What follows belongs to an exercise in optimizing a design on an open flow for small area, a short achievable clock period and few clock cycles per item; a production flow would make more cautious choices. Function was checked by simulation only, so behaviour that the tests miss may differ from the original. Power is estimated from default activity; no workload was simulated.

## flow/config.mk

```make
export PLATFORM = sky130hd
export DESIGN_NAME = gf_addsub_lanes
export DESIGN_NICKNAME = gf_addsub_lanes
export VERILOG_FILES = /design/flow/design.v
export SDC_FILE = /design/flow/constraint.sdc
export NUM_CORES = 4
export LEC_CHECK = 0
export CAP_MARGIN = 20
export CORE_MARGIN = 2
export CORE_UTILIZATION = 40
export CTS_BUF_LIST = sky130_fd_sc_hd__clkbuf_8
export GPL_TIMING_DRIVEN = 0
export SETUP_SLACK_MARGIN = 1.1
export SLEW_MARGIN = 20
```

## flow/constraint.sdc

```tcl
create_clock -name core_clock -period 5.5 [get_ports {i_clk}]
set_input_delay 1.1000 -clock core_clock [delete_from_list [all_inputs] [get_ports {i_clk}]]
set_output_delay 1.1000 -clock core_clock [all_outputs]
set_load 0.01 [all_outputs]
```

## flow/design.v

```verilog
module gf_addsub_lanes #(
    parameter int               WIDTH   = 32,
    parameter logic [WIDTH-1:0] MODULUS = 32'hec940e71,
    parameter int               LANES   = 4
) (
    input  logic                     i_clk,
    input  logic                     i_rst,
    input  logic                     i_valid,
    output logic                     o_ready,
    input  logic [1:0]               i_op,
    input  logic [LANES*WIDTH-1:0]   i_a,
    input  logic [LANES*WIDTH-1:0]   i_b,
    output logic                     o_valid,
    input  logic                     i_ready,
    output logic [LANES*WIDTH-1:0]   o_out,
    output logic [LANES-1:0]         o_err
);
    localparam int PREFIX_A = 0;
    localparam int PREFIX_B = 2;
    localparam int LOGW   = 5;   
    function automatic logic [WIDTH:0] carries(input logic [WIDTH-1:0] g,
                                               input logic [WIDTH-1:0] p,
                                               input logic             cin,
                                               input int               style);
        logic [WIDTH-1:0] gg, pp, gn, pn;
        gg    = g;
        pp    = p;
        gg[0] = g[0] | (p[0] & cin);
        if (style == 0) begin
            for (int l = 0; l < LOGW; l++) begin
                gn = gg;
                pn = pp;
                for (int i = 0; i < WIDTH; i++) begin
                    if ((i >> l) & 1) begin
                        gn[i] = gg[i] | (pp[i] & gg[((i >> l) << l) - 1]);
                        pn[i] = pp[i] & pp[((i >> l) << l) - 1];
                    end
                end
                gg = gn;
                pp = pn;
            end
        end else if (style == 1) begin
            for (int l = 0; l < LOGW; l++) begin
                for (int i = 0; i < WIDTH; i++) begin
                    if (((i + 1) % (2 << l)) == 0) begin
                        gg[i] = gg[i] | (pp[i] & gg[i - (1 << l)]);
                        pp[i] = pp[i] & pp[i - (1 << l)];
                    end
                end
            end
            for (int l = LOGW - 2; l >= 0; l--) begin
                for (int i = 0; i < WIDTH; i++) begin
                    if (((i + 1) % (2 << l)) == (1 << l) && i >= (2 << l)) begin
                        gg[i] = gg[i] | (pp[i] & gg[i - (1 << l)]);
                        pp[i] = pp[i] & pp[i - (1 << l)];
                    end
                end
            end
        end else begin
            for (int l = 0; l < LOGW; l++) begin
                gn = gg;
                pn = pp;
                for (int i = 0; i < WIDTH; i++) begin
                    if (i >= (1 << l)) begin
                        gn[i] = gg[i] | (pp[i] & gg[i - (1 << l)]);
                        pn[i] = pp[i] & pp[i - (1 << l)];
                    end
                end
                gg = gn;
                pp = pn;
            end
        end
        carries = {gg, cin};
    endfunction
    logic sub_c;
    assign sub_c = i_op[0] ^ i_op[1];
    logic [LANES-1:0][WIDTH-1:0] v_c;
    logic [LANES-1:0]            co_c;
    logic [LANES-1:0]            err_c;
    for (genvar k = 0; k < LANES; k++) begin : g_front
        logic [WIDTH-1:0] a, b, xx, yy;
        logic [WIDTH:0]   c1;
        assign a = i_a[k*WIDTH +: WIDTH];
        assign b = i_b[k*WIDTH +: WIDTH];
        assign err_c[k] = (a >= MODULUS) | ((b >= MODULUS) & ~i_op[1]);
        assign xx = a ^ {WIDTH{~(i_op[0] & ~i_op[1])}};
        assign yy = i_op[1] ? {WIDTH{i_op[0]}} : ~b;
        assign c1      = carries(xx & yy, xx ^ yy, 1'b1, PREFIX_A);
        assign v_c[k]  = xx ^ yy ^ c1[WIDTH-1:0];
        assign co_c[k] = c1[WIDTH] ^ ~sub_c;
    end
    logic [LANES-1:0][WIDTH-1:0] v_q;
    logic [LANES-1:0]            co_q;
    logic                        sub_q;
    assign o_ready = ~o_valid | i_ready;
    always_ff @(posedge i_clk) begin
        if (i_rst) begin
            o_valid <= 1'b0;
        end else if (o_ready) begin
            o_valid <= i_valid;
        end
    end
    always_ff @(posedge i_clk) begin
        if (o_ready) begin
            v_q   <= v_c;
            co_q  <= co_c;
            sub_q <= sub_c;
            o_err <= err_c;
        end
    end
    for (genvar k = 0; k < LANES; k++) begin : g_back
        logic [WIDTH-1:0] v, d;
        logic [WIDTH:0]   cw;
        logic             pick;
        assign v    = v_q[k];
        assign cw   = carries(v & MODULUS, v | MODULUS, 1'b0, PREFIX_B);
        assign d    = MODULUS ^ cw[WIDTH-1:0];
        assign pick = sub_q ? ~co_q[k] : (co_q[k] | ~cw[WIDTH]);
        assign o_out[k*WIDTH +: WIDTH] = v ^ {WIDTH{~sub_q}} ^ (d & {WIDTH{pick}});
    end
endmodule
```

## flow/flow/run.sh

```bash
#!/bin/bash
# Layout flow: the standard ORFS flow (standard.sh) with these changes:
#  - the ports get plain sky130_fd_sc_hd__buf_1 buffers instead of delay cells;
#  - if flow/abc.script exists, synthesis maps the logic with that ABC script in place
#    of ORFS's speed script (everything else in the synthesis is the standard flow's own script);
#  - settings in flow/env.sh (if any) are exported before the flow runs.
# Each tool's full output goes to the ORFS logs under orfs/logs; make's own output
# goes to flow_make.log here.
set -euo pipefail
W=$(pwd)
export BUFFER_PORTS_ARGS="-buffer_cell sky130_fd_sc_hd__buf_1"
if [[ -f flow/env.sh ]]; then source flow/env.sh; fi
SYN=$W/synth_recipe.tcl
if [[ -f flow/abc.script ]]; then
  cat > $W/flow_synth.tcl <<EOT
proc abc {args} {
  set i [lsearch -exact \$args -script]
  if {\$i >= 0} { lset args [expr {\$i + 1}] $W/flow/abc.script }
  yosys abc {*}\$args
}
source $W/synth_recipe.tcl
EOT
  SYN=$W/flow_synth.tcl
fi
sed "s#SYNTH_SCRIPT=$W/synth_recipe.tcl#SYNTH_SCRIPT=$SYN#" standard.sh > flow_standard.sh
bash flow_standard.sh > flow_make.log 2>&1
```

## flow/flow/env.sh

```bash
export REMOVE_ABC_BUFFERS=1
```

## flow/standard.sh

```bash
#!/bin/bash
# synth_recipe.tcl (not shown) runs the flow's synth.tcl, then flattens the netlist and writes it again
# the make line also repeats each setting of config.mk as NAME=value (left out here)
make -C /OpenROAD-flow-scripts/flow DESIGN_CONFIG=/design/flow/config.mk WORK_HOME=/design/flow/orfs CLKGATE_MAP_FILE= SYNTH_SCRIPT=/design/flow/synth_recipe.tcl "${@:-finish}"
```

==> results of run 1 <==
## flip-flops by register name, indices dropped and copies added (netlist names)
signal / flops
o_err: 4
o_valid: 1
v_q: 128
sub_q: 1
co_q: 4
## power by group
group          internal, uW  switching [uW]
Sequential             1630             388
Combinational          1910            2610
Clock                   486             435
Total                  4030            3430
## cells in the mapped netlist, types with 50 or more instances
cell and n:
a21oi_1 202, mux2i_1 51, o21ai_0 56, clkbuf_1 56, xnor2_1 270, xor2_1 133
nor2_1 113, a21o_1 50, inv_1 80, nand3_1 52, edfxtp_1 137, ha_1 125
nand2_1 74
## area by class of cell
type,count,area [sq um]
clock inverters,15,186
repair buffers,459,2360
diodes,7,17.5
repair inverters,1,8.76
well taps,518,648
inverters,82,324
flip-flops and latches,138,4130
fillers,3758,19500
multi-input cells,1466,11400
clock buffers,17,234
## critical path: cells and delay by family, from the launching register on
| family | cells | cell delay [ps] |
|---|---|---|
| AO/OA/AOI/OAI | 6 | 1300 |
| XOR/XNOR | 1 | 150 |
| buffers and inverters | 2 | 290 |
| flip-flops | 1 | 400 |
| AND/OR/NAND/NOR | 2 | 600 |
## cell families (layout without fill, tap and decap cells)
family / count (synthesis) / in the layout / share of synthesized area [%]
buffers and inverters: 150 / 574 / 3.61
and+or+nand+nor: 404 / 404 / 12.8
muxes: 51 / 51 / 3.25
xor gates and xnor gates: 403 / 403 / 22.5
DFF: 138 / 138 / 26.3
adders and majority gates: 145 / 145 / 12.5
other: 0 / 7 / 0
AOI/OAI and AO/OA: 463 / 463 / 19.1
## timing repair
action                     in CTS  in global routing
pin swaps                      15                 17
buffers inserted               27                 15
setup endpoints to repair     188                129
gates cloned                    3                  3
resized for setup              42                 44
## worst paths after layout
kind / from / to / cells past startpoint
setup / recovery: v_q[37] / o_out[60] / 11
hold / removal: i_rst / o_valid / 2
setup reg to reg: o_valid / v_q[65] / 2
hold reg to reg: o_valid / o_valid / 2
## metal layers
| layer | up-vias | share of wire [%] | global-route usage, % |
|---|---|---|---|
| li1 | 7179 | - | - |
| met1 | 6763 | 44 | 27.5 |
| met2 | 369 | 48 | 36.7 |
| met3 | 67 | 5.6 | 4.76 |
| met4 | 4 | 2.6 | 7.74 |
| met5 | - | 0.064 | 0 |
## metrics by stage
step                instance area, sq um  setup WS, ps  util (%)   TNS, ps
floorplan                          15400         -4120         -   -439350
global placement                   17600         -7780      45.4  -1244920
detailed placement                 18000          -760      46.4    -15300
CTS                                18900          1080      48.7         0
global route                       19300          1020      49.8         0
finish                             19300          1170      49.8         0
==> results.yml, run 1 <==
finish:
  layout_common_cells: "buf_1 (384), xnor2_1 (270), a21oi_1 (198)"
  fin_cells: 2703
  syn_to_final_growth_pct: 22.8
  nets: 2572
  final_common_cell: "buf_1"
  drive_gt1_share_pct: 8.59
floorplan:
  placementRows: 72
  die-area_sq_um: 40900
  start_util_pct: 40.5
  dieHeight_um: 202
  coreArea_sq_um: 38700
  die_w_um: 202
  io-pin-count: 396
synth:
  post_synth_num_cell_types: 78
  seq_area_frac_synth_pct: 26.3
  synth_top_area_share_pct: 26.2
  ys_top_cells_by_area: "edfxtp_1 (26%), xnor2_1 (15%), ha_1 (10%)"
  synth_top_area_cell: "edfxtp_1"
  synth-seq-cells: 138
  synthFlopType: "edfxtp_1"
  postSynthAreaPerCell_sq_um: 8.95
  postSynthCellCount: 1754
  async_flop_share_pct: 0
  yosysWarnings: 1
  syn-cell-area_sq_um: 15700
  synth_edf_count: 137
global_routing:
  overflow: 0
  grt_pass1_vias: 13782
  grt_use_total_pct: 21.8
  grt_antenna_before_repair: 9
  grt_pass1_wl_um: 70800
  grt_max_degree: 86
sta:
  finalHoldViolCount: 0
  whs_ps: 763
  skew_ps: 10.2
  worst_pin_slew_ps: 961
  fin_crit_sh_pct: 78.7
  grt_setup_unrepaired: "yes"
  max_slew_margin_pct: 35.3
  setup_violations: 0
  period_needed_ps: 4330
  clock.fmax_mhz: 231
  drv_slew: 0
clocking:
  cts_buffer_depth: 2
  postCtsHoldBufs: 0
  cts_root_buf: "clkbuf_8"
  htreeDepth: 4
  clkTransAtPathRegs_ps: 80
  clock_latency_ps: 490
  cts_tree: "done"
  cts.sinks: 138
  cts_buffers: 17
placed_design:
  dp.cells: 2616
  dp_hpwl_um: 36300
  portBuffers: 395
  place_congestion: 0.900
critical_path:
  critPathRequiredTime_ps: 4400
  path_max_fanout: 4
  crit_path_start_kind: "register"
  crit_arrival_ps: 3230
  crit_path_cell_trace: "or2_1 -> o311a_4 -> o41a_4 -> o21ai_4 -> buf_4 -> a21boi_2 -> or3_4 -> o21a_1 -> a21oi_2 -> xor2_1 -> buf_2"
  critical_path_class: "reg2out"
  crit_slowest_cell: "edfxtp_1"
  slowest_delay_ps: 400
  r2r_slack_ps: 3930
  critPathCaptureType: "output port"
job:
  cap_violations: 0
drt:
  routedWlPerCell_um: 17.3
  firstDrtPassIters: 4
  drtAntennaViolNets: 0
  vias: 14382
  drt_first_iter_violations: 655
  drc: 0
  wl_um: 46700
  avgViaCountPerCell: 5.32
power:
  ir_worst_vdd_mv: 0.150
  leakage_uw: 0.00737
  total_power_uw: 7460
  powerDensity_nw_per_um2: 387
run_status:
  status: "finished clean"
worst_hold_path:
  worstHoldPathType: "in2reg"
Testbench counts, summed over its fixed seeds: cycles 12,008, items 12,000.
==> inputs of run 2 (changes only) <==
--- a/flow/config.mk
+++ b/flow/config.mk
@@ -11,3 +11,3 @@
 export CTS_BUF_LIST = sky130_fd_sc_hd__clkbuf_8
-export GPL_TIMING_DRIVEN = 0
+export GPL_TIMING_DRIVEN = 1
 export SETUP_SLACK_MARGIN = 1.1
==> results.yml, run 2 <==
floorplan:
  io-pin-count: 396
  placementRows: 72
  coreArea_sq_um: 38700
  dieHeight_um: 202
  die_w_um: 202
  die-area_sq_um: 40900
  start_util_pct: 40.5
global_routing:
  grt_max_degree: 94
  grt_pass1_vias: 14104
  overflow: 0
  grt_pass1_wl_um: 72700
  grt_antenna_before_repair: 6
  grt_use_total_pct: 22.3
clocking:
  clock_latency_ps: 460
  cts.sinks: 138
  cts_buffer_depth: 2
  cts_buffers: 17
  htreeDepth: 4
  postCtsHoldBufs: 0
  cts_root_buf: "clkbuf_8"
  cts_tree: "done"
  clkTransAtPathRegs_ps: 90
synth:
  ys_top_cells_by_area: "edfxtp_1 (26%), xnor2_1 (15%), ha_1 (10%)"
  yosysWarnings: 1
  ys_top_cells_by_count: "xnor2_1 (270), a21oi_1 (202), edfxtp_1 (137)"
  seq_area_frac_synth_pct: 26.3
  async_flop_share_pct: 0
  synth-seq-cells: 138
  synth_edf_count: 137
  syn-cell-area_sq_um: 15700
  postSynthCellCount: 1754
  synthFlopType: "edfxtp_1"
  postSynthAreaPerCell_sq_um: 8.95
  synth_top_area_share_pct: 26.2
  post_synth_num_cell_types: 78
  synth_top_area_cell: "edfxtp_1"
  yosys.cell_count.top_type: "xnor2_1"
critical_path:
  critPathRequiredTime_ps: 4400
  path_max_fanout: 5
  cp_common_cell: "buf_4"
  critPathCaptureType: "output port"
  crit_arrival_ps: 3200
  crit_path_cell_trace: "or2_1 -> o311a_4 -> o41a_4 -> o21ai_4 -> a21bo_2 -> a21boi_0 -> buf_4 -> buf_4 -> nor2_1 -> xnor2_1 -> buf_1"
  slowest_delay_ps: 440
  critical_path_class: "reg2out"
  crit_slowest_cell: "edfxtp_1"
  crit_path_start_kind: "register"
sta:
  clock.fmax_mhz: 233
  worst_pin_slew_ps: 1130
  drv_slew: 0
  max_slew_margin_pct: 24.4
  setup_tns_ps: 0
  finalHoldViolCount: 0
  fin_crit_sh_pct: 78.1
  skew_ps: 14.5
  period_needed_ps: 4300
  setup_violations: 0
  grt_setup_unrepaired: "yes"
  whs_ps: 714
power:
  p_int_uw: 4040
  switchingPower_uw: 3460
  sw_frac_of_total_pct: 46.2
  leakage_uw: 0.00737
  powerDensity_nw_per_um2: 391
  clkPwrFrac_pct: 12.5
  ir_worst_vdd_mv: 0.153
  pwr-share-comb_pct: 60.5
  p_seq_share_pct: 27.0
run_status:
  status: "finished clean"
finish:
  top_regs: "v_q (128), co_q (4), o_err (4)"
  regMostFlops: "v_q"
  largest_reg_flops: 128
  nets: 2583
  syn_to_final_growth_pct: 22.1
  drive_gt1_share_pct: 9.41
  fill_cells: 3755
  final_common_cell: "buf_1"
  layout_common_cells: "buf_1 (382), xnor2_1 (269), a21oi_1 (200)"
drt:
  drc: 0
  routedWlPerCell_um: 17.9
  drt_first_iter_violations: 730
  wl_um: 48500
  drtAntennaViolNets: 0
  vias: 14428
  avgViaCountPerCell: 5.32
  firstDrtPassIters: 5
placed_design:
  portBuffers: 395
  place_congestion: 0.926
  dp_hpwl_um: 37500
worst_hold_path:
  worstHoldPathType: "reg2reg"
job:
  cap_violations: 0
==> run 2: cell counts after synthesis <==
Identical to the previous run, type by type.
==> run 2: cells by family after synthesis <==
kind of cell | Yosys count | synth area share [%]
flops | 138 | 26.3
buf+inv | 150 | 3.61
mux | 51 | 3.25
xor+xnor | 403 | 22.5
compound gates | 463 | 19.1
simple gates | 404 | 12.8
fa+ha+maj | 145 | 12.5
==> run 2: timing repair <==
action | CTS | global route
setup buffers | 20 | 29
resized for setup | 32 | 54
hold endpoints to repair | 0 | 0
endpoints found under the setup margin | 130 | 85
pin swaps | 7 | 21
gates cloned | 0 | 3
==> run 2: worst max-delay path: cells and delay by family, from the launching register on <==
family	cells	cell delay (ps)
AOI/OAI and AO/OA	5	1270
xor gates and xnor gates	1	140
buffers and inverters	3	510
DFF	1	440
and+or+nand+nor	2	370
==> run 2: area by class of cell <==
type	instances	area, sq um	area share (%)
multi-input cells	1466	11400	59.5
clock inverters	11	144	0.750
repair buffers	471	2230	11.6
inverters	82	310	1.62
clock buffers	21	289	1.51
well taps	518	648	3.38
diodes	7	17.5	0.0913
flip-flops and latches	138	4130	21.6
==> run 2: final timing paths <==
kind | cells after the start | from | slack [ps] | endpoint
setup / recovery | 11 | v_q[37] | 1200 | o_out[41]
hold / removal | 2 | o_valid | 710 | o_valid
setup reg to reg | 2 | o_valid | 3690 | v_q[75]
hold reg to reg | 2 | o_valid | 710 | o_valid
==> run 2: power by group through the flow <==
stage          combinational (uW)  sequential, uW  clock [uW]
4_1_cts                      4370            2010         965
3_5_place_dp                 4210            2040           0
5_1_grt                      4950            2080        1000
3_3_place_gp                 4150            2030           0
6_report                     4540            2020         938
2_1_floorplan                2900            1960           0
==> run 2: per-layer routing <==
metal	up-vias	global-route usage (%)	part of all wire, %
met5	-	0	0.056
met1	6732	28.4	43
li1	7199	-	-
met4	4	7.33	2.4
met2	426	38.0	48
met3	67	4.19	6.0
==> run 2: stage by stage <==
stage	worst slack (ps)	cell area (sq um)	total power, uW	utilization [%]	instances
final	1200	19200	7500	49.5	2714
after global placement	200	17800	6180	46.0	2623
after floorplan	-4120	15400	4870	-	1686
after CTS	1090	18600	7340	48.0	2675
after global routing	1020	19200	8020	49.5	2707
after detailed placement	69.9	17800	6260	46.0	2623
==> inputs of run 3 (changes only) <==
--- a/flow/config.mk
+++ b/flow/config.mk
@@ -10,4 +10,4 @@
 export CORE_UTILIZATION = 40
-export CTS_BUF_LIST = sky130_fd_sc_hd__clkbuf_8
-export GPL_TIMING_DRIVEN = 1
+export CTS_BUF_LIST = sky130_fd_sc_hd__clkbuf_4 sky130_fd_sc_hd__clkbuf_8
+export GPL_TIMING_DRIVEN = 0
 export SETUP_SLACK_MARGIN = 1.1
==> results.yml, run 3 <==
run_status:
  status: "finished clean"
critical_path:
  critical_path_buf_inv_count: 2
  reg2regPathDepth: 2
  reg2reg_to: "v_q[65]"
  path_delay_family: "compound AO/OA/AOI/OAI gates"
  crit_slowest_cell: "edfxtp_1"
  slowest_delay_ps: 400
  path_max_fanout: 4
  critical_path_class: "reg2out"
  crit_path_cell_trace: "or2_1 -> o311a_4 -> o41a_4 -> o21ai_4 -> buf_4 -> a21boi_2 -> or3_4 -> o21a_1 -> a21oi_2 -> xor2_1 -> buf_2"
  crit_arrival_ps: 3250
  crit_path_start_kind: "register"
  r2r_slack_ps: 3940
  cp.depth: 11
  critPathRequiredTime_ps: 4400
  crit-reg2reg-launch: "o_valid"
  critPathCaptureType: "output port"
synth:
  post_synth_num_cell_types: 78
  synth_edf_count: 137
  ys_top_cells_by_count: "xnor2_1 (270), a21oi_1 (202), edfxtp_1 (137)"
  synth_top_area_cell: "edfxtp_1"
  postSynthAreaPerCell_sq_um: 8.95
  synthFlopType: "edfxtp_1"
  seq_area_frac_synth_pct: 26.3
  syn-cell-area_sq_um: 15700
  async_flop_share_pct: 0
  postSynthCellCount: 1754
  ys_top_cells_by_area: "edfxtp_1 (26%), xnor2_1 (15%), ha_1 (10%)"
  synth_top_area_share_pct: 26.2
  yosysWarnings: 1
  synth-seq-cells: 138
  yosys.cell_count.top_type: "xnor2_1"
drt:
  routed.top_layer: "met5"
  vias: 14484
  drtAntennaViolNets: 0
  wl_met2_um: 22600
  routedWlPerCell_um: 17.4
  firstDrtPassIters: 4
  wl_met1_um: 20400
  routed-wl-met3_um: 2850
  wl_um: 47200
  drc: 0
  avgViaCountPerCell: 5.34
  drt_first_iter_violations: 732
global_routing:
  grt_pass1_vias: 13799
  grt_use_total_pct: 21.9
  grt_antenna_before_repair: 9
  grt_max_degree: 86
  overflow: 0
  grt_pass1_wl_um: 71200
clocking:
  htreeDepth: 4
  clock_latency_ps: 500
  clkTransAtPathRegs_ps: 80
  cts_root_buf: "clkbuf_8"
  cts.sinks: 138
  cts_buffers: 17
  cts_tree: "done"
  cts_buffer_depth: 2
finish:
  largest_reg_flops: 128
  final_area_sq_um: 19400
  regMostFlops: "v_q"
  layout_common_cells: "buf_1 (382), xnor2_1 (270), a21oi_1 (195)"
  top_regs: "v_q (128), co_q (4), o_err (4)"
  fill_cells: 3750
  drive_gt1_share_pct: 9.47
  nets: 2580
  final_common_cell: "buf_1"
  syn_to_final_growth_pct: 23.6
worst_hold_path:
  hp-start: "i_rst"
  hold_depth: 2
  hold_path_end: "o_valid"
  worstHoldPathType: "in2reg"
power:
  ir_worst_vdd_mv: 0.147
  total_power_uw: 7540
  leakage_uw: 0.00743
  powerDensity_nw_per_um2: 388
sta:
  grt_setup_unrepaired: "yes"
  skew_ps: 10.8
  worst_pin_slew_ps: 748
  finalHoldViolCount: 0
  whs_ps: 765
  drv_slew: 0
  clock.fmax_mhz: 230
  fin_crit_sh_pct: 79.0
  max_slew_margin_pct: 48.8
  period_needed_ps: 4350
  setup_violations: 0
placed_design:
  place_congestion: 0.900
  post_dp_cell_area_sq_um: 18000
  portBuffers: 395
  dp_hpwl_um: 36300
floorplan:
  io-pin-count: 396
  die_w_um: 202
  start_util_pct: 40.5
  placementRows: 72
  coreArea_sq_um: 38700
  dieHeight_um: 202
  die-area_sq_um: 40900
job:
  cap_violations: 0
-- run 3: cell type report --
type,count,area [sq um],area share [%]
multi-input combinational,1467,11400,58.8
sequential,138,4130,21.3
clock inverter,11,171,0.883
inverter,82,324,1.67
antenna,8,20.0,0.103
timing repair buffer,466,2420,12.5
timing repair inverter,1,8.76,0.0451
tap,518,648,3.34
clock buffer,21,264,1.36
-- run 3: cell families (layout without fill, tap and decap cells) --
| family | Yosys count | in the layout | share of synthesized area, % |
|---|---|---|---|
| compound gates | 463 | 464 | 19.1 |
| xor+xnor | 403 | 403 | 22.5 |
| fa+ha+maj | 145 | 145 | 12.5 |
| buf+inv | 150 | 581 | 3.61 |
| flops | 138 | 138 | 26.3 |
| mux | 51 | 51 | 3.25 |
| other cells | 0 | 8 | 0 |
| simple gates | 404 | 404 | 12.8 |
-- run 3: power by group --
part | internal (uW) | leakage, uW | switching (uW)
registers | 1630 | 0.00143 | 392
logic | 1940 | 0.00578 | 2630
clock network | 514 | 0.000218 | 435
total | 4080 | 0.00743 | 3450
-- run 3: worst max path at each step --
stage          startpoint   endpoint  slack [ps]
2_1_floorplan     i_op[1]    co_q[3]       -4120
3_3_place_gp      i_op[1]    co_q[3]       -7780
3_5_place_dp      i_op[1]    v_q[31]        -760
4_1_cts           v_q[65]  o_out[65]        1010
5_1_grt           v_q[36]  o_out[60]        1010
6_report          v_q[37]  o_out[60]        1150
-- run 3: worst reg2reg max path: stages, from the launching register on --
cell and delay [ps]:
dfxtp_1 340, nand2b_4 520, buf_16 340
-- run 3: per-layer routing --
metal	up-vias	track usage, %
li1	7192	-
met3	74	4.74
met1	6810	27.7
met4	4	7.77
met2	404	36.9
met5	-	0
-- run 3: timing repair --
| action | 4_1_cts | 5_1_grt |
|---|---|---|
| hold endpoints to repair | 0 | 0 |
| setup endpoints to repair | 188 | 128 |
| setup buffers | 27 | 21 |
| hold buffers | 0 | 0 |
| resized for setup | 44 | 49 |
| pin swaps | 14 | 25 |
| cloned | 4 | 4 |
-- run 3: metrics by stage --
step | worst slack (ps) | setup TNS, ps | instances | utilization [%]
after global routing | 1010 | 0 | 2708 | 50.1
after floorplan | -4120 | -439350 | 1686 | -
after global placement | -7780 | -1244920 | 2599 | 45.4
after CTS | 1010 | 0 | 2679 | 48.8
after detailed placement | -760 | -15300 | 2616 | 46.4
final | 1150 | 0 | 2712 | 50.1
==> inputs of run 4 (changes only) <==
--- a/flow/design.v
+++ b/flow/design.v
@@ -86,6 +86,6 @@
         assign xx = a ^ {WIDTH{~(i_op[0] & ~i_op[1])}};
-        assign yy = i_op[1] ? {WIDTH{i_op[0]}} : ~b;
-        assign c1      = carries(xx & yy, xx ^ yy, 1'b1, PREFIX_A);
+        assign yy = ~(b | {WIDTH{i_op[1]}});
+        assign c1      = carries(xx & yy, xx ^ yy, ~(i_op[0] & i_op[1]), PREFIX_A);
         assign v_c[k]  = xx ^ yy ^ c1[WIDTH-1:0];
-        assign co_c[k] = c1[WIDTH] ^ ~sub_c;
+        assign co_c[k] = c1[WIDTH] ^ ~(i_op[0] | i_op[1]);
     end
--- a/flow/config.mk
+++ b/flow/config.mk
@@ -10,3 +10,3 @@
 export CORE_UTILIZATION = 40
-export CTS_BUF_LIST = sky130_fd_sc_hd__clkbuf_4 sky130_fd_sc_hd__clkbuf_8
+export CTS_BUF_LIST = sky130_fd_sc_hd__clkbuf_8
 export GPL_TIMING_DRIVEN = 0
==> results.yml, run 4 <==
critical_path:
  crit-reg2reg-launch: "o_valid"
  r2r_slack_ps: 3660
  slowest_delay_ps: 400
  worstSetupEndpoint: "co_q[3]"
  crit_path_cell_trace: "buf_16 -> buf_12 -> clkinvlp_4 -> ha_4 -> buf_16 -> buf_16 -> xnor2_2 -> fa_2 -> fa_2 -> a21o_1 -> nand4_1 -> a21oi_4 -> o2111ai_2 -> nand3_2 -> a311o_1 -> a31o_2 -> a21oi_2 -> xnor2_1"
  reg2reg_to: "v_q[0]"
  cp_common_cell: "buf_16"
  path_delay_family: "compound AO/OA/AOI/OAI gates"
  cp.depth: 18
  critPathRequiredTime_ps: 5720
  critical_path_buf_inv_count: 5
  crit_path_start_kind: "input pin"
  crit_arrival_ps: 4580
  critPathCaptureType: "register"
  reg2regPathDepth: 3
  critPathLaunch: "i_op[1]"
  crit_slowest_cell: "fa_2"
  path_max_fanout: 11
  critical_path_class: "in2reg"
power:
  powerDensity_nw_per_um2: 331
  p_int_uw: 3550
  ir_worst_vdd_mv: 0.137
  switchingPower_uw: 2710
  pwr-share-comb_pct: 56.8
  p_seq_share_pct: 28.6
  sw_frac_of_total_pct: 43.2
  clkPwrFrac_pct: 14.6
  leakage_uw: 0.00733
  total_power_uw: 6260
global_routing:
  grt_use_total_pct: 22.9
  overflow: 0
  grt_max_degree: 54
  grt_pass1_wl_um: 70200
  grt_antenna_before_repair: 12
  grt_pass1_vias: 13853
synth:
  post_synth_num_cell_types: 65
  synth-seq-cells: 138
  postSynthAreaPerCell_sq_um: 8.95
  postSynthCellCount: 1702
  seq_area_frac_synth_pct: 27.1
  syn-cell-area_sq_um: 15200
  async_flop_share_pct: 0
  ys_top_cells_by_count: "xnor2_1 (337), nor2_1 (258), edfxtp_1 (137)"
  yosysWarnings: 1
  synth_top_area_share_pct: 27.0
  yosys.cell_count.top_type: "xnor2_1"
  ys_top_cells_by_area: "edfxtp_1 (27%), xnor2_1 (19%), ha_1 (10%)"
  synth_top_area_cell: "edfxtp_1"
  synthFlopType: "edfxtp_1"
  synth_edf_count: 137
clocking:
  cts_buffer_depth: 2
  cts_buffers: 17
  cts_root_buf: "clkbuf_8"
  clkTransAtPathRegs_ps: 80
  cts_tree: "done"
  htreeDepth: 4
  cts.sinks: 138
  clock_latency_ps: 470
  postCtsHoldBufs: 0
floorplan:
  die-area_sq_um: 39700
  io-pin-count: 396
  placementRows: 71
  coreArea_sq_um: 37600
  dieHeight_um: 199
  die_w_um: 199
  start_util_pct: 40.5
drt:
  drt_first_iter_violations: 570
  wl_um: 45900
  drtAntennaViolNets: 0
  avgViaCountPerCell: 5.19
  vias: 13848
  routedWlPerCell_um: 17.2
  drc: 0
  firstDrtPassIters: 5
placed_design:
  dp_hpwl_um: 36500
  post_dp_cell_area_sq_um: 17500
  portBuffers: 395
  place_congestion: 0.928
finish:
  regMostFlops: "v_q"
  fill_cells: 3631
  drive_gt1_share_pct: 8.86
  final_area_sq_um: 18900
  syn_to_final_growth_pct: 24.3
  top_regs: "v_q (128), co_q (4), o_err (4)"
  nets: 2542
  layout_common_cells: "buf_1 (374), xnor2_1 (333), nor2_1 (255)"
  largest_reg_flops: 128
  final_common_cell: "buf_1"
sta:
  fin_crit_sh_pct: 79.3
  worst_pin_slew_ps: 756
  max_slew_margin_pct: 49.6
  drv_slew: 0
  skew_ps: 12.3
  setup_tns_ps: 0
  period_needed_ps: 4360
  finalHoldViolCount: 0
  clock.fmax_mhz: 229
  setup_violations: 0
  grt_setup_unrepaired: "yes"
job:
  cap_violations: 0
run_status:
  status: "finished clean"
worst_hold_path:
  worstHoldPathType: "in2reg"
## run 4: changes by cell type after synthesis, moves of 7 or more
cell	delta
a21o_1	-19
a21oi_1	-121
a31oi_1	-8
clkbuf_1	-19
inv_1	-38
mux2i_1	-26
nand2_1	+7
nor2_1	+145
o211ai_1	-10
xnor2_1	+67
xor2_1	-23
## run 4: layout make-up
cell class | count | area (sq um) | area share, %
timing repair buffer | 459 | 2430 | 12.8
sequential | 138 | 4130 | 21.8
tap | 511 | 639 | 3.38
clock inverter | 14 | 181 | 0.958
clock buffer | 17 | 234 | 1.24
antenna | 11 | 27.5 | 0.145
inverter | 42 | 161 | 0.853
multi-input combinational | 1475 | 11100 | 58.7
## run 4: power groups by stage
stage	Clock, uW	Sequential [uW]	Combinational, uW
final	915	1790	3550
after CTS	942	1790	3500
after global routing	987	1840	3920
after global placement	0	1860	3240
after detailed placement	0	1820	3340
after floorplan	0	1780	2260
## run 4: repair_timing
action,in CTS,in global routing
gates resized for setup,54,57
buffers inserted,25,14
setup endpoints to repair,183,108
pin swaps,14,25
endpoints found under the hold margin,0,0
gates cloned,7,1
## run 4: worst min-delay path by stage
stage               cells after the start  slack [ps]     from       to
CTS                                     2         740    i_rst  o_valid
detailed placement                      2        1070  o_valid  o_valid
global placement                        2        1260    i_rst  o_valid
floorplan                               1        1170    i_rst  o_valid
finish                                  2         770    i_rst  o_valid
global route                            2         740    i_rst  o_valid
## run 4: cells by family after synthesis
family	after synthesis	share of synthesized area, %
multiplexers	25	1.64
XOR/XNOR	447	25.7
AO/OA/AOI/OAI	296	13.0
buffers and inverters	90	2.33
AND/OR/NAND/NOR	559	16.9
adder cells (fa/ha/maj)	147	13.3
flip-flops	138	27.1
## run 4: per-stage QoR
step | instances | setup slack, ps | util [%] | hold WS, ps
finish | 2667 | 1140 | 50.4 | 769
global route | 2666 | 1040 | 50.4 | 735
CTS | 2641 | 1030 | 49.3 | 736
detailed placement | 2578 | -731 | 46.6 | 1070
global placement | 2560 | -8770 | 45.6 | 1260
floorplan | 1654 | -3070 | - | 1170
## run 4: routing by layer
metal / track usage [%] / vias up / share of wire (%) / wire length (um)
met3: 4.07 / 107 / 4.6 / 2120
met4: 11.6 / 2 / 4.6 / 2120
met2: 39.2 / 386 / 48 / 21900
li1: - / 6871 / - / -
met1: 27.5 / 6482 / 43 / 19800
met5: 0 / - / 0.028 / 13
Testbench counts of run 4, summed over its fixed seeds: cycles 12,008, items 12,000.
==> inputs of run 5 (changes only) <==
--- a/flow/config.mk
+++ b/flow/config.mk
@@ -12,3 +12,3 @@
 export GPL_TIMING_DRIVEN = 0
-export SETUP_SLACK_MARGIN = 1.1
+export SETUP_SLACK_MARGIN = 1.2
 export SLEW_MARGIN = 20
==> results.yml, run 5 <==
sta:
  clock.fmax_mhz: 233
  whs_ps: 774
  setup_tns_ps: 0
  skew_ps: 10.5
  max_slew_margin_pct: 49.1
  period_needed_ps: 4290
  drv_slew: 0
  worst_pin_slew_ps: 764
  setup_violations: 0
  grt_setup_unrepaired: "yes"
  finalHoldViolCount: 0
  fin_crit_sh_pct: 78.1
finish:
  largest_reg_flops: 128
  final_common_cell: "buf_1"
  regMostFlops: "v_q"
  fin_cells: 2706
  nets: 2581
  fill_cells: 3563
  top_regs: "v_q (128), co_q (4), o_err (4)"
  layout_common_cells: "buf_1 (357), xnor2_1 (333), nor2_1 (253)"
  drive_gt1_share_pct: 12.4
  syn_to_final_growth_pct: 27.6
  final_area_sq_um: 19400
power:
  sw_frac_of_total_pct: 42.9
  switchingPower_uw: 2740
  p_seq_share_pct: 28.1
  ir_worst_vdd_mv: 0.137
  leakage_uw: 0.00758
  powerDensity_nw_per_um2: 328
  total_power_uw: 6380
  clkPwrFrac_pct: 14.3
  p_int_uw: 3640
  pwr-share-comb_pct: 57.6
synth:
  synth_compound_area_share_pct: 13.0
  synth-seq-cells: 138
  yosys.area_share.adder_pct: 13.3
  synth_simple_gate_area_share_pct: 16.9
  synthMuxAreaShare_pct: 1.64
  post_synth_num_cell_types: 65
  synth_edf_count: 137
  postSynthCellCount: 1702
  synth_top_area_share_pct: 27.0
  yosys.cell_count.top_type: "xnor2_1"
  ys_top_cells_by_count: "xnor2_1 (337), nor2_1 (258), edfxtp_1 (137)"
  synth_xor_area_share_pct: 25.7
  async_flop_share_pct: 0
  seq_area_frac_synth_pct: 27.1
  postSynthAreaPerCell_sq_um: 8.95
  yosysWarnings: 1
  ys_top_cells_by_area: "edfxtp_1 (27%), xnor2_1 (19%), ha_1 (10%)"
  synthFlopType: "edfxtp_1"
  synth_top_family_by_area: "XOR/XNOR gates"
  syn-cell-area_sq_um: 15200
  synth_top_area_cell: "edfxtp_1"
critical_path:
  crit_path_start_kind: "register"
  critPathCaptureType: "output port"
  path_delay_family: "compound AO/OA/AOI/OAI gates"
  crit_slowest_cell: "edfxtp_1"
  crit_arrival_ps: 3190
  cp_common_cell: "buf_6"
  critical_path_class: "reg2out"
  critPathRequiredTime_ps: 4400
  path_max_fanout: 6
  critical_path_buf_inv_count: 3
  crit_path_cell_trace: "and4_4 -> o311a_4 -> o41a_1 -> a211o_1 -> nand4_1 -> nand2_2 -> buf_6 -> o21bai_4 -> buf_6 -> mux2i_1 -> xor2_1 -> buf_2"
  slowest_delay_ps: 400
clocking:
  postCtsHoldBufs: 0
  htreeDepth: 4
  cts_buffer_depth: 2
  clkTransAtPathRegs_ps: 80
  cts.sinks: 138
  cts_root_buf: "clkbuf_8"
  clock_latency_ps: 470
  cts_tree: "done"
  cts_buffers: 17
floorplan:
  placementRows: 71
  start_util_pct: 40.5
  die-area_sq_um: 39700
  coreArea_sq_um: 37600
  dieHeight_um: 199
  io-pin-count: 396
  die_w_um: 199
global_routing:
  grt_pass1_vias: 13899
  grt_pass1_wl_um: 70500
  grt_antenna_before_repair: 12
  overflow: 0
  grt_max_degree: 54
  grt_use_total_pct: 23.0
placed_design:
  place_congestion: 0.928
  dp_hpwl_um: 36500
  portBuffers: 395
  post_dp_cell_area_sq_um: 17500
  dp.cells: 2578
drt:
  drtAntennaViolNets: 0
  vias: 14101
  drt_first_iter_violations: 576
  routedWlPerCell_um: 17.2
  drc: 0
  avgViaCountPerCell: 5.21
  firstDrtPassIters: 7
  wl_um: 46600
worst_hold_path:
  worstHoldPathType: "in2reg"
run_status:
  status: "finished clean"
job:
  cap_violations: 0
run 5: timing repair:
action                                  4_1_cts  5_1_grt
pin swaps                                    27       40
hold endpoints to repair                      0        0
endpoints found under the setup margin      200      117
gates cloned                                  8        1
setup buffers                                34       43
gates resized for setup                      89       77
run 5: final timing paths:
kind,start,endpoint,slack (ps),cells after the start
worst max-delay path,v_q[1],o_out[4],1210,12
worst min-delay path,i_rst,o_valid,770,2
worst max register to register,o_valid,v_q[0],3650,3
worst min register to register,o_valid,o_valid,1050,2
run 5: per-layer routing:
metal / up-vias / routed length (um) / GRT usage, %
met3: 112 / 2200 / 3.93
met4: 2 / 2120 / 11.7
li1: 6957 / - / -
met1: 6631 / 19700 / 27.6
met5: - / 13 / 0
met2: 399 / 22600 / 39.6
run 5: metrics by stage:
stage,setup WS (ps),utilization (%)
after floorplan,-3070,-
after global placement,-8770,45.6
after detailed placement,-731,46.6
after CTS,1080,49.9
after global routing,1060,51.7
final,1210,51.7
run 5: area by class of cell:
| class | count | area, sq um | share of cell area (%) |
|---|---|---|---|
| Inverter | 42 | 161 | 0.831 |
| Sequential cell | 138 | 4130 | 21.3 |
| Multi-Input combinational cell | 1475 | 11200 | 57.9 |
| Antenna cell | 11 | 27.5 | 0.142 |
| Clock buffer | 17 | 234 | 1.20 |
| Clock inverter | 14 | 181 | 0.934 |
| Timing Repair Buffer | 498 | 2810 | 14.4 |
| Tap cell | 511 | 639 | 3.29 |
run 5: worst register-to-register path: stages (launching register included):
cell,delay (ps)
dfxtp_1,340
nand2b_4,530
buf_16,340
buf_12,290
run 5: logic make-up (layout without fill, tap and decap cells):
family          Yosys count  after routing
simple gates            559            559
fa+ha+maj               147            147
buf+inv                  90            571
other cells               0             11
flops                   138            138
mux                      25             25
compound gates          296            297
xor+xnor                447            447
run 5: power by group through the flow:
stage	Sequential [uW]	Combinational, uW	Clock (uW)
after CTS	1790	3560	942
final	1790	3670	914
after floorplan	1780	2260	0
after detailed placement	1820	3340	0
after global placement	1860	3240	0
after global routing	1840	4040	986
==> inputs of run 6 (changes only) <==
--- a/flow/config.mk
+++ b/flow/config.mk
@@ -12,3 +12,3 @@
 export GPL_TIMING_DRIVEN = 0
-export SETUP_SLACK_MARGIN = 1.2
+export SETUP_SLACK_MARGIN = 1.0
 export SLEW_MARGIN = 20
==> results.yml, run 6 <==
run_status:
  status: "finished clean"
finish:
  fin_cells: 2656
  top_regs: "v_q (128), co_q (4), o_err (4)"
  drive_gt1_share_pct: 7.54
  largest_reg_flops: 128
  final_common_cell: "buf_1"
  layout_common_cells: "buf_1 (380), xnor2_1 (336), nor2_1 (254)"
  fill_cells: 3660
  syn_to_final_growth_pct: 22.6
  post-route-util_pct: 49.7
  final_area_sq_um: 18700
  nets: 2533
  regMostFlops: "v_q"
synth:
  async_flop_share_pct: 0
  synth-seq-cells: 138
  ys_top_cells_by_count: "xnor2_1 (337), nor2_1 (258), edfxtp_1 (137)"
  yosys.cell_count.top_type: "xnor2_1"
  synth_top_area_share_pct: 27.0
  synth_top_area_cell: "edfxtp_1"
  postSynthCellCount: 1702
  post_synth_num_cell_types: 65
  syn-cell-area_sq_um: 15200
  postSynthAreaPerCell_sq_um: 8.95
  seq_area_frac_synth_pct: 27.1
  synth_edf_count: 137
  synthFlopType: "edfxtp_1"
  ys_top_cells_by_area: "edfxtp_1 (27%), xnor2_1 (19%), ha_1 (10%)"
  yosysWarnings: 1
critical_path:
  critical_path_class: "in2reg"
  crit_arrival_ps: 4660
  path_max_fanout: 21
  crit_path_start_kind: "input pin"
  critPathCaptureType: "register"
  critPathRequiredTime_ps: 5730
sta:
  skew_ps: 11.0
  setup_tns_ps: 0
  grt_setup_unrepaired: "yes"
  max_slew_margin_pct: 49.7
  layout_setup_ws_ps: 1070
  period_needed_ps: 4430
  drv_slew: 0
  finalHoldViolCount: 0
  worst_pin_slew_ps: 754
  clock.fmax_mhz: 226
  fin_crit_sh_pct: 80.5
  setup_violations: 0
placed_design:
  dp_hpwl_um: 36500
  pre_cts_ws_ps: -731
  dp.cells: 2578
  portBuffers: 395
  post_dp_cell_area_sq_um: 17500
  place_congestion: 0.928
drt:
  routedWlPerCell_um: 17.1
  drtAntennaViolNets: 0
  drt_first_iter_violations: 546
  drc: 0
  vias: 13733
  wl_um: 45300
  avgViaCountPerCell: 5.17
  firstDrtPassIters: 5
clocking:
  cts_buffers: 17
  cts_buffer_depth: 2
  cts_tree: "done"
  clock_latency_ps: 470
  htreeDepth: 4
  cts_root_buf: "clkbuf_8"
  clkTransAtPathRegs_ps: 80
  cts.sinks: 138
global_routing:
  grt_antenna_before_repair: 10
  grt_pass1_wl_um: 69200
  grt_use_total_pct: 22.5
  overflow: 0
  grt_max_degree: 54
  grt_pass1_vias: 13657
worst_hold_path:
  worstHoldPathType: "in2reg"
floorplan:
  die_w_um: 199
  io-pin-count: 396
  dieHeight_um: 199
  placementRows: 71
  coreArea_sq_um: 37600
  start_util_pct: 40.5
  die-area_sq_um: 39700
power:
  leakage_uw: 0.00723
  powerDensity_nw_per_um2: 331
  ir_worst_vdd_mv: 0.136
job:
  cap_violations: 0
run 6: cell type report:
type	count	area [sq um]	share of cell area (%)
multi-input combinational	1475	11000	58.9
sequential	138	4130	22.1
timing repair buffer	450	2300	12.3
tap	511	639	3.42
clock buffer	17	234	1.25
clock inverter	14	181	0.972
inverter	42	161	0.864
antenna	9	22.5	0.121
run 6: metal layers:
metal  vias to the layer above  track usage [%]  wire, um
met2                       360             38.6     21700
met4                         2             11.0      1990
met5                         -                0        13
met1                      6419             27.2     19500
li1                       6852                -         -
met3                       100             3.86      2170
run 6: where the power goes:
group / internal [uW] / switching (uW)
registers: 1520 / 274
logic: 1500 / 1980
clock network: 485 / 431
total: 3500 / 2680
run 6: logic make-up (layout without fill, tap and decap cells):
family	Yosys count	in the layout	synth area share, %
muxes	25	25	1.64
xor gates and xnor gates	447	447	25.7
buffers and inverters	90	523	2.33
and+or+nand+nor	559	559	16.9
AOI/OAI and AO/OA	296	297	13.0
adders and majority gates	147	147	13.3
other	0	9	0
DFF	138	138	27.1
run 6: final timing paths:
kind         slack [ps]     from  endpoint  depth (start not counted)
max                1070  i_op[1]   v_q[83]                         22
min                 770    i_rst   o_valid                          2
max reg2reg        3650  o_valid    v_q[0]                          3
min reg2reg        1060  o_valid   o_valid                          2
run 6: timing repair:
action / 4_1_cts / 5_1_grt
cloned: 5 / 1
resized for setup: 25 / 56
buffers inserted: 12 / 20
endpoints found under the hold margin: 0 / 0
pin swaps: 8 / 19
hold buffers: 0 / 0
setup endpoints to repair: 158 / 95
run 6: worst max-delay path, stage by stage:
cell and delay (ps):
buf_12 140, buf_12 130, clkinvlp_4 110, ha_4 210, buf_12 130, buf_16 160, xor2_2 190, fa_1 190
inv_1 50, fa_2 360, a211o_1 360, a21oi_4 190, o311a_4 250, buf_4 130, nor2_1 40, nor2_1 180
inv_1 100, a21oi_1 170, nor2b_1 80, o21a_1 200, nor2_2 100, xnor2_1 70
run 6: through the flow:
step / power [uW] / hold slack, ps
after global placement: 5100 / 1260
after floorplan: 4030 / 1170
after CTS: 6160 / 736
after global routing: 6670 / 739
after detailed placement: 5160 / 1070
final: 6180 / 774
==> inputs of run 7 (changes only) <==
--- a/flow/config.mk
+++ b/flow/config.mk
@@ -12,3 +12,3 @@
 export GPL_TIMING_DRIVEN = 0
-export SETUP_SLACK_MARGIN = 1.0
+export SETUP_SLACK_MARGIN = 1.15
 export SLEW_MARGIN = 20
==> results.yml, run 7 <==
run_status:
  status: "finished clean"
placed_design:
  dp_hpwl_um: 36500
  pre_cts_ws_ps: -731
  portBuffers: 395
  place_congestion: 0.928
  dp.cells: 2578
sta:
  clock.fmax_mhz: 227
  drv_slew: 0
  layout_setup_ws_ps: 1100
  worst_pin_slew_ps: 761
  setup_violations: 0
  period_needed_ps: 4400
  max_slew_margin_pct: 49.3
  finalHoldViolCount: 0
  skew_ps: 10.9
  grt_setup_unrepaired: "yes"
  fin_crit_sh_pct: 80.0
synth:
  ys_top_cells_by_count: "xnor2_1 (337), nor2_1 (258), edfxtp_1 (137)"
  yosys.cell_count.top_type: "xnor2_1"
  postSynthAreaPerCell_sq_um: 8.95
  async_flop_share_pct: 0
  synth-seq-cells: 138
  seq_area_frac_synth_pct: 27.1
  synth_top_area_share_pct: 27.0
  ys_top_cells_by_area: "edfxtp_1 (27%), xnor2_1 (19%), ha_1 (10%)"
  synth_edf_count: 137
  synthFlopType: "edfxtp_1"
  syn-cell-area_sq_um: 15200
  post_synth_num_cell_types: 65
  synth_top_area_cell: "edfxtp_1"
  postSynthCellCount: 1702
  yosysWarnings: 1
clocking:
  cts_tree: "done"
  cts_buffer_depth: 2
  clock_latency_ps: 470
  cts_root_buf: "clkbuf_8"
  cts_buffers: 17
  cts.sinks: 138
  htreeDepth: 4
  clkTransAtPathRegs_ps: 80
drt:
  avgViaCountPerCell: 5.20
  drt_first_iter_violations: 551
  drtAntennaViolNets: 0
  wl_um: 46600
  firstDrtPassIters: 5
  drc: 0
  vias: 13985
  routedWlPerCell_um: 17.3
worst_hold_path:
  hold_depth: 2
  worstHoldPathType: "in2reg"
floorplan:
  die_w_um: 199
  io-pin-count: 396
  start_util_pct: 40.5
  die-area_sq_um: 39700
  placementRows: 71
  coreArea_sq_um: 37600
  dieHeight_um: 199
critical_path:
  critPathRequiredTime_ps: 5730
  path_max_fanout: 11
  critPathCaptureType: "register"
  crit_path_start_kind: "input pin"
  reg2regPathDepth: 3
  critical_path_class: "in2reg"
  crit_arrival_ps: 4630
global_routing:
  grt_max_degree: 54
  grt_pass1_vias: 13886
  grt_use_total_pct: 23.0
  grt_pass1_wl_um: 70400
  overflow: 0
  grt_antenna_before_repair: 12
finish:
  drive_gt1_share_pct: 11.4
  syn_to_final_growth_pct: 26.8
  largest_reg_flops: 128
  fill_cells: 3591
  regMostFlops: "v_q"
  final_common_cell: "buf_1"
  fin_cells: 2691
  layout_common_cells: "buf_1 (362), xnor2_1 (330), nor2_1 (253)"
  top_regs: "v_q (128), co_q (4), o_err (4)"
  nets: 2566
power:
  powerDensity_nw_per_um2: 330
  leakage_uw: 0.00751
  ir_worst_vdd_mv: 0.138
job:
  cap_violations: 0
run 7: cell counts after synthesis:
Identical to the previous run, type by type.
run 7: cell type report:
cell class | instances | area, sq um | area share (%)
clock inverters | 14 | 181 | 0.940
inverters | 42 | 161 | 0.836
clock buffers | 17 | 234 | 1.21
repair buffers | 483 | 2640 | 13.7
diodes | 11 | 27.5 | 0.143
flip-flops and latches | 138 | 4130 | 21.4
multi-input cells | 1475 | 11300 | 58.5
well taps | 511 | 639 | 3.31
run 7: worst paths after layout:
kind / startpoint / to / slack [ps]
setup reg to reg: o_valid / v_q[0] / 3660
hold reg to reg: o_valid / o_valid / 1050
hold / removal: i_rst / o_valid / 770
setup / recovery: i_op[1] / v_q[83] / 1100
run 7: cells by family (layout without fill, tap and decap cells):
| family | after synthesis | count (layout) | share of synthesized area (%) |
|---|---|---|---|
| AOI/OAI and AO/OA | 296 | 297 | 13.0 |
| muxes | 25 | 25 | 1.64 |
| adders and majority gates | 147 | 147 | 13.3 |
| other | 0 | 11 | 0 |
| buffers and inverters | 90 | 556 | 2.33 |
| xor gates and xnor gates | 447 | 447 | 25.7 |
| and+or+nand+nor | 559 | 559 | 16.9 |
| DFF | 138 | 138 | 27.1 |
run 7: critical path, cell delays in order:
cell and delay [ps]:
buf_16 130, buf_12 120, clkinvlp_4 110, ha_4 210
buf_12 130, buf_16 140, xor2_4 160, fa_2 190
inv_1 50, fa_2 370, a211o_1 360, a21oi_4 210
o311a_4 260, buf_6 120, nor2_1 40, nor2_1 170
inv_1 100, a21oi_1 170, nor2b_1 80, o21a_1 210
nor2_2 100, xnor2_1 70
run 7: what timing repair did:
action / 4_1_cts / 5_1_grt
pin swaps: 16 / 49
hold buffers: 0 / 0
gates resized for setup: 79 / 84
setup buffers: 29 / 34
setup endpoints to repair: 192 / 115
cloned: 7 / 1
run 7: through the flow:
stage          instance area, sq um  total power [uW]  util (%)  setup TNS [ps]  hold WS, ps
6_report                      19300              6360      51.4               0          773
5_1_grt                       19300              6840      51.4               0          735
4_1_cts                       18600              6260      49.5               0          736
3_5_place_dp                  17500              5160      46.6          -18470         1070
3_3_place_gp                  17200              5100      45.6        -1495830         1260
2_1_floorplan                 15000              4030         -         -380550         1170
run 7: power by group:
group | total [uW] | switching (uW) | internal [uW]
sequential | 1790 | 274 | 1520
clock | 915 | 430 | 485
combinational | 3660 | 2040 | 1620
run 7: layer usage:
metal / track usage, % / vias up / wire, um
met4: 11.7 / 2 / 2190
met3: 4.05 / 112 / 2240
met5: 0 / - / 13
li1: - / 6924 / -
met1: 27.5 / 6565 / 19900
met2: 39.5 / 382 / 22300
==> inputs of run 8 (changes only) <==
--- a/flow/config.mk
+++ b/flow/config.mk
@@ -9,6 +9,6 @@
 export CORE_MARGIN = 2
-export CORE_UTILIZATION = 40
+export CORE_UTILIZATION = 30
 export CTS_BUF_LIST = sky130_fd_sc_hd__clkbuf_8
 export GPL_TIMING_DRIVEN = 0
-export SETUP_SLACK_MARGIN = 1.15
+export SETUP_SLACK_MARGIN = 1.1
 export SLEW_MARGIN = 20
==> results.yml, run 8 <==
drt:
  firstDrtPassIters: 5
  drtAntennaViolNets: 0
  routedWlPerCell_um: 17.3
  drc: 0
  drt_first_iter_violations: 682
  vias: 14160
  wl_um: 49500
  avgViaCountPerCell: 4.96
synth:
  ys_top_cells_by_count: "xnor2_1 (337), nor2_1 (258), edfxtp_1 (137)"
  yosysWarnings: 1
  yosys.area_share.adder_pct: 13.3
  synth_compound_area_share_pct: 13.0
  ys_top_cells_by_area: "edfxtp_1 (27%), xnor2_1 (19%), ha_1 (10%)"
  synthFlopType: "edfxtp_1"
  synth_top_area_share_pct: 27.0
  synth_xor_area_share_pct: 25.7
  synth_top_family_by_area: "XOR/XNOR gates"
  postSynthAreaPerCell_sq_um: 8.95
  yosys.cell_count.top_type: "xnor2_1"
  postSynthCellCount: 1702
  synthMuxAreaShare_pct: 1.64
  synth_edf_count: 137
  synth-seq-cells: 138
  seq_area_frac_synth_pct: 27.1
  synth_simple_gate_area_share_pct: 16.9
  synth_top_area_cell: "edfxtp_1"
  post_synth_num_cell_types: 65
  syn-cell-area_sq_um: 15200
  async_flop_share_pct: 0
finish:
  nets: 2575
  syn_to_final_growth_pct: 28.5
  regMostFlops: "v_q"
  fin_cells: 2852
  drive_gt1_share_pct: 12.4
  final_common_cell: "buf_1"
  top_regs: "v_q (128), co_q (4), o_err (4)"
  layout_common_cells: "buf_1 (360), xnor2_1 (328), nor2_1 (251)"
  final_area_sq_um: 19600
  fill_cells: 5012
  post-route-util_pct: 39.0
  largest_reg_flops: 128
power:
  powerDensity_nw_per_um2: 322
  ir_worst_vdd_mv: 0.133
  total_power_uw: 6300
  leakage_uw: 0.00758
sta:
  period_needed_ps: 4470
  drv_slew: 0
  clock.fmax_mhz: 224
  fin_crit_sh_pct: 81.3
  worst_pin_slew_ps: 763
  grt_setup_unrepaired: "yes"
  max_slew_margin_pct: 49.1
  skew_ps: 18.7
  finalHoldViolCount: 0
  setup_violations: 0
  setup_tns_ps: 0
critical_path:
  critPathCaptureType: "output port"
  crit_path_cell_trace: "or2_1 -> o311a_4 -> o41a_1 -> a211o_1 -> nand4_1 -> nand2_4 -> buf_4 -> o21bai_4 -> buf_6 -> mux2i_2 -> xor2_1 -> buf_2"
  critPathRequiredTime_ps: 4400
  crit_arrival_ps: 3370
  slowest_delay_ps: 390
  path_max_fanout: 6
  critical_path_buf_inv_count: 3
  reg2regPathDepth: 2
  crit_slowest_cell: "o41a_1"
  crit-reg2reg-launch: "o_valid"
  crit_path_start_kind: "register"
  worstSetupEndpoint: "o_out[5]"
  path_delay_family: "compound AO/OA/AOI/OAI gates"
  reg2reg_to: "v_q[26]"
  cp.depth: 12
  critPathLaunch: "v_q[5]"
  critical_path_class: "reg2out"
  r2r_slack_ps: 3880
global_routing:
  grt_pass1_wl_um: 74600
  grt_use_total_pct: 18.1
  grt_antenna_before_repair: 5
  overflow: 0
  grt_pass1_vias: 14076
  grt_max_degree: 54
floorplan:
  die_w_um: 229
  die-area_sq_um: 52600
  placementRows: 82
  start_util_pct: 30.4
  coreArea_sq_um: 50200
  io-pin-count: 396
  dieHeight_um: 229
clocking:
  cts_tree: "done"
  cts_buffer_depth: 2
  clock_latency_ps: 560
  cts.sinks: 138
  postCtsHoldBufs: 0
  clkTransAtPathRegs_ps: 80
  cts_root_buf: "clkbuf_8"
  htreeDepth: 4
  cts_buffers: 17
job:
  cap_violations: 0
placed_design:
  portBuffers: 395
  dp_hpwl_um: 37800
  post_dp_cell_area_sq_um: 17700
  place_congestion: 0.936
  dp.cells: 2738
worst_hold_path:
  worstHoldPathType: "in2reg"
run_status:
  status: "finished clean"
-- run 8: worst reg2reg max path, cell delays in order, from the launching register on --
cell,delay [ps]
dfxtp_1,340
nand2b_4,570
buf_16,320
-- run 8: logic make-up after synthesis --
group                    count (synthesis)
adder cells (fa/ha/maj)                147
flip-flops                             138
buffers and inverters                   90
XOR/XNOR                               447
AND/OR/NAND/NOR                        559
multiplexers                            25
AO/OA/AOI/OAI                          296
-- run 8: how the worst min path moves through the flow --
stage | from | end | slack [ps] | depth (start not counted)
finish | i_rst | o_valid | 690 | 2
global placement | i_rst | o_valid | 1250 | 2
floorplan | i_rst | o_valid | 1170 | 1
global route | i_rst | o_valid | 650 | 2
CTS | i_rst | o_valid | 620 | 2
detailed placement | o_valid | o_valid | 1120 | 2
-- run 8: what timing repair did --
action,CTS,global route
setup buffers,37,35
pin swaps,25,51
gates cloned,6,3
endpoints found under the setup margin,227,115
gates resized for setup,93,85
-- run 8: cell type report --
| cell class | count | area [sq um] | area share [%] |
|---|---|---|---|
| Tap cell | 672 | 841 | 4.30 |
| Clock buffer | 17 | 234 | 1.20 |
| Multi-Input combinational cell | 1475 | 11300 | 58.0 |
| Antenna cell | 2 | 5.00 | 0.0256 |
| Sequential cell | 138 | 4130 | 21.1 |
| Inverter | 42 | 161 | 0.825 |
| Clock inverter | 14 | 92.6 | 0.473 |
| Timing Repair Buffer | 492 | 2760 | 14.1 |
-- run 8: per-layer routing --
layer  GRT usage (%)  wire length [um]
met1            21.5             20700
met2            32.1             24700
met3            3.59              2450
met4            7.08              1560
met5               0                29
-- run 8: stage by stage --
step	worst slack, ps	hold slack, ps
after floorplan	-3070	1170
after detailed placement	-1030	1120
after global routing	867	649
after global placement	-9510	1250
final	1030	691
after CTS	865	618
-- run 8: power by group --
group | leakage (uW) | total, uW | internal [uW] | switching (uW)
sequential | 0.00143 | 1790 | 1520 | 271
combinational | 0.00597 | 3740 | 1630 | 2110
clock | 0.000177 | 769 | 338 | 431
total | 0.00758 | 6300 | 3490 | 2810
==> inputs of run 9 (changes only) <==
==> flow/flow/abc.script (new file) <==
strash
dc2
dc2
dc2
dch -f
&get -n
&nf
&put
buffer -c
topo
stime -c
upsize -c
dnsize -c
--- a/flow/config.mk
+++ b/flow/config.mk
@@ -9,3 +9,3 @@
 export CORE_MARGIN = 2
-export CORE_UTILIZATION = 30
+export CORE_UTILIZATION = 40
 export CTS_BUF_LIST = sky130_fd_sc_hd__clkbuf_8
==> results.yml, run 9 <==
clocking:
  postCtsHoldBufs: 0
  clock_latency_ps: 480
  cts.sinks: 138
  cts_buffers: 17
  clkTransAtPathRegs_ps: 90
  cts_buffer_depth: 2
  cts_root_buf: "clkbuf_8"
  cts_tree: "done"
  htreeDepth: 4
power:
  leakage_uw: 0.0109
  powerDensity_nw_per_um2: 349
  ir_worst_vdd_mv: 0.223
job:
  cap_violations: 0
global_routing:
  grt_use_total_pct: 26.7
  grt_pass1_vias: 14969
  overflow: 0
  grt_antenna_before_repair: 3
  grt_max_degree: 48
  grt_pass1_wl_um: 76200
finish:
  fill_cells: 2253
  regMostFlops: "v_q"
  final_common_cell: "buf_6"
  largest_reg_flops: 128
  top_regs: "v_q (128), co_q (4), o_err (4)"
  syn_to_final_growth_pct: 77.1
  post-route-util_pct: 72.1
  final_area_sq_um: 24900
  drive_gt1_share_pct: 43.7
  nets: 2832
  layout_common_cells: "buf_6 (306), buf_1 (290), xnor2_1 (276)"
drt:
  drtAntennaViolNets: 0
  vias: 15161
  drt_first_iter_violations: 750
  drc: 0
  wl_um: 57400
  firstDrtPassIters: 5
  avgViaCountPerCell: 5.24
  routedWlPerCell_um: 19.8
sta:
  clock.fmax_mhz: 132
  finalHoldViolCount: 0
  fin_crit_sh_pct: 137
  layout_setup_ws_ps: -2060
  drv_slew: 0
  max_slew_margin_pct: 61.8
  skew_ps: 20.2
  period_needed_ps: 7560
  setup_violations: 86
  grt_setup_unrepaired: "yes"
  worst_pin_slew_ps: 569
run_status:
  status: "complete, but fails checks"
  violations: "setup timing"
synth:
  syn-cell-area_sq_um: 14100
  post_synth_num_cell_types: 44
  synth_top_area_cell: "edfxtp_1"
  synth-seq-cells: 138
  synthFlopType: "edfxtp_1"
  ys_top_cells_by_count: "xnor2_1 (357), nor2_1 (192), edfxtp_1 (137)"
  postSynthAreaPerCell_sq_um: 9.48
  yosysWarnings: 1
  ys_top_cells_by_area: "edfxtp_1 (29%), xnor2_1 (22%), ha_1 (11%)"
  postSynthCellCount: 1483
  synth_edf_count: 137
  async_flop_share_pct: 0
  seq_area_frac_synth_pct: 29.4
  synth_top_area_share_pct: 29.3
  yosys.cell_count.top_type: "xnor2_1"
worst_hold_path:
  worstHoldPathType: "in2reg"
floorplan:
  die-area_sq_um: 36700
  coreArea_sq_um: 34500
  die_w_um: 192
  placementRows: 68
  start_util_pct: 40.7
  dieHeight_um: 192
  io-pin-count: 396
placed_design:
  dp_hpwl_um: 30200
  place_congestion: 0.844
  post_dp_cell_area_sq_um: 16300
  pre_cts_ws_ps: -4020
  portBuffers: 395
critical_path:
  slowest_delay_ps: 380
  crit_path_start_kind: "input pin"
  critPathRequiredTime_ps: 5720
  critPathCaptureType: "register"
  crit_slowest_cell: "fa_2"
  crit_arrival_ps: 7780
  path_max_fanout: 5
  cp_common_cell: "a21o_1"
  critical_path_class: "in2reg"
## run 9: power by group
group | switching (uW) | total [uW] | internal, uW
Sequential | 324 | 1850 | 1530
Combinational | 2760 | 5940 | 3190
Clock | 457 | 905 | 449
Total | 3540 | 8700 | 5160
## run 9: metal layers
metal	wire length, um	vias up	global-route usage [%]
met5	0	-	0
met2	30300	681	49.9
met4	3010	0	11.7
li1	-	6947	-
met3	3670	216	5.80
met1	20400	7317	28.6
## run 9: kinds of logic after synthesis
family	after synthesis	share of synthesized area, %
xor gates and xnor gates	472	29.4
and+or+nand+nor	405	13.2
AOI/OAI and AO/OA	212	10.8
adders and majority gates	147	14.4
DFF	138	29.4
buffers and inverters	109	2.91
## run 9: timing repair
| item | in CTS | in global routing |
|---|---|---|
| pin swaps | 266 | 208 |
| gates resized for setup | 544 | 369 |
| cloned | 9 | 0 |
| setup endpoints to repair | 243 | 213 |
| setup buffers | 426 | 119 |
## run 9: critical path: cells and delay by family
kind	cells	cell delay (ps)
AO/OA/AOI/OAI	28	4900
XOR/XNOR	2	200
adder cells (fa/ha/maj)	3	980
buffers and inverters	5	560
## run 9: worst paths after layout
check                from  slack [ps]       to  cells past startpoint
setup / recovery  i_op[1]       -2060  co_q[3]                     38
hold / removal    i_valid         860  o_valid                      3
setup reg to reg  o_valid        3930  v_q[11]                      3
hold reg to reg   o_valid         860  o_valid                      2
## run 9: layout make-up
| type | count | area [sq um] | share of cell area (%) |
|---|---|---|---|
| Antenna cell | 5 | 12.5 | 0.0502 |
| Clock buffer | 17 | 234 | 0.939 |
| Clock inverter | 15 | 175 | 0.703 |
| Inverter | 59 | 225 | 0.904 |
| Multi-Input combinational cell | 1237 | 11800 | 47.3 |
| Sequential cell | 138 | 4130 | 16.6 |
| Tap cell | 455 | 569 | 2.29 |
| Timing Repair Buffer | 970 | 7770 | 31.2 |
## run 9: stage by stage
stage          power, uW  hold slack, ps   TNS, ps  std cells
2_1_floorplan       3860            1170   -617970       1433
3_3_place_gp        4810            1320  -1757750       2283
3_5_place_dp        4880             847   -197980       2305
4_1_cts             7440             821    -46710       2772
5_1_grt             9110             845    -82390       2892
6_report            8700             856    -67280       2896

[re-timing with driven ports]
The flow's constraints put no driver on any port. The routed layouts listed below were extracted and timed again, unchanged, in two steps.
Step 1 sets driving cells, clkbuf_16 on the clock port and buf_2 on the other inputs (assumed; they add their load-dependent delay and slew).
Step 2, shift: input delay + t, output delay - t, t = (earliest + latest rising clock arrival at the registers) / 2. This alone moves slack from input paths to output paths.
Slacks: ideal ports / drivers / drivers and shift; pairs: ideal ports / drivers.
| run | t (ns) | setup WS [ns] | worst setup path at the end | clock arrival spread, ns |
|---|---|---|---|---|
| run 1 | 0.531 | 1.171 / 1.126 / 0.722 | input to register | 0.018 / 0.018 |
| run 2 | 0.497 | 1.203 / 1.161 / 0.711 | input to register | 0.016 / 0.016 |
| run 3 | 0.530 | 1.154 / 1.110 / 0.713 | input to register | 0.019 / 0.019 |
| run 4 | 0.508 | 1.137 / 1.018 / 0.509 | input to register | 0.015 / 0.015 |
| run 5 | 0.509 | 1.205 / 1.162 / 0.680 | input to register | 0.015 / 0.014 |
| run 6 | 0.508 | 1.071 / 1.052 / 0.544 | input to register | 0.018 / 0.018 |
| run 7 | 0.510 | 1.100 / 0.978 / 0.469 | input to register | 0.016 / 0.017 |
| run 8 | 0.595 | 1.027 / 0.981 / 0.503 | input to register | 0.022 / 0.023 |
| run 9 | 0.510 | -2.056 / -2.172 / -2.683 | input to register | 0.027 / 0.027 |
The setup slack of run 7, which loses most, moves by -0.122 ns with the drivers and by -0.631 ns with both steps.
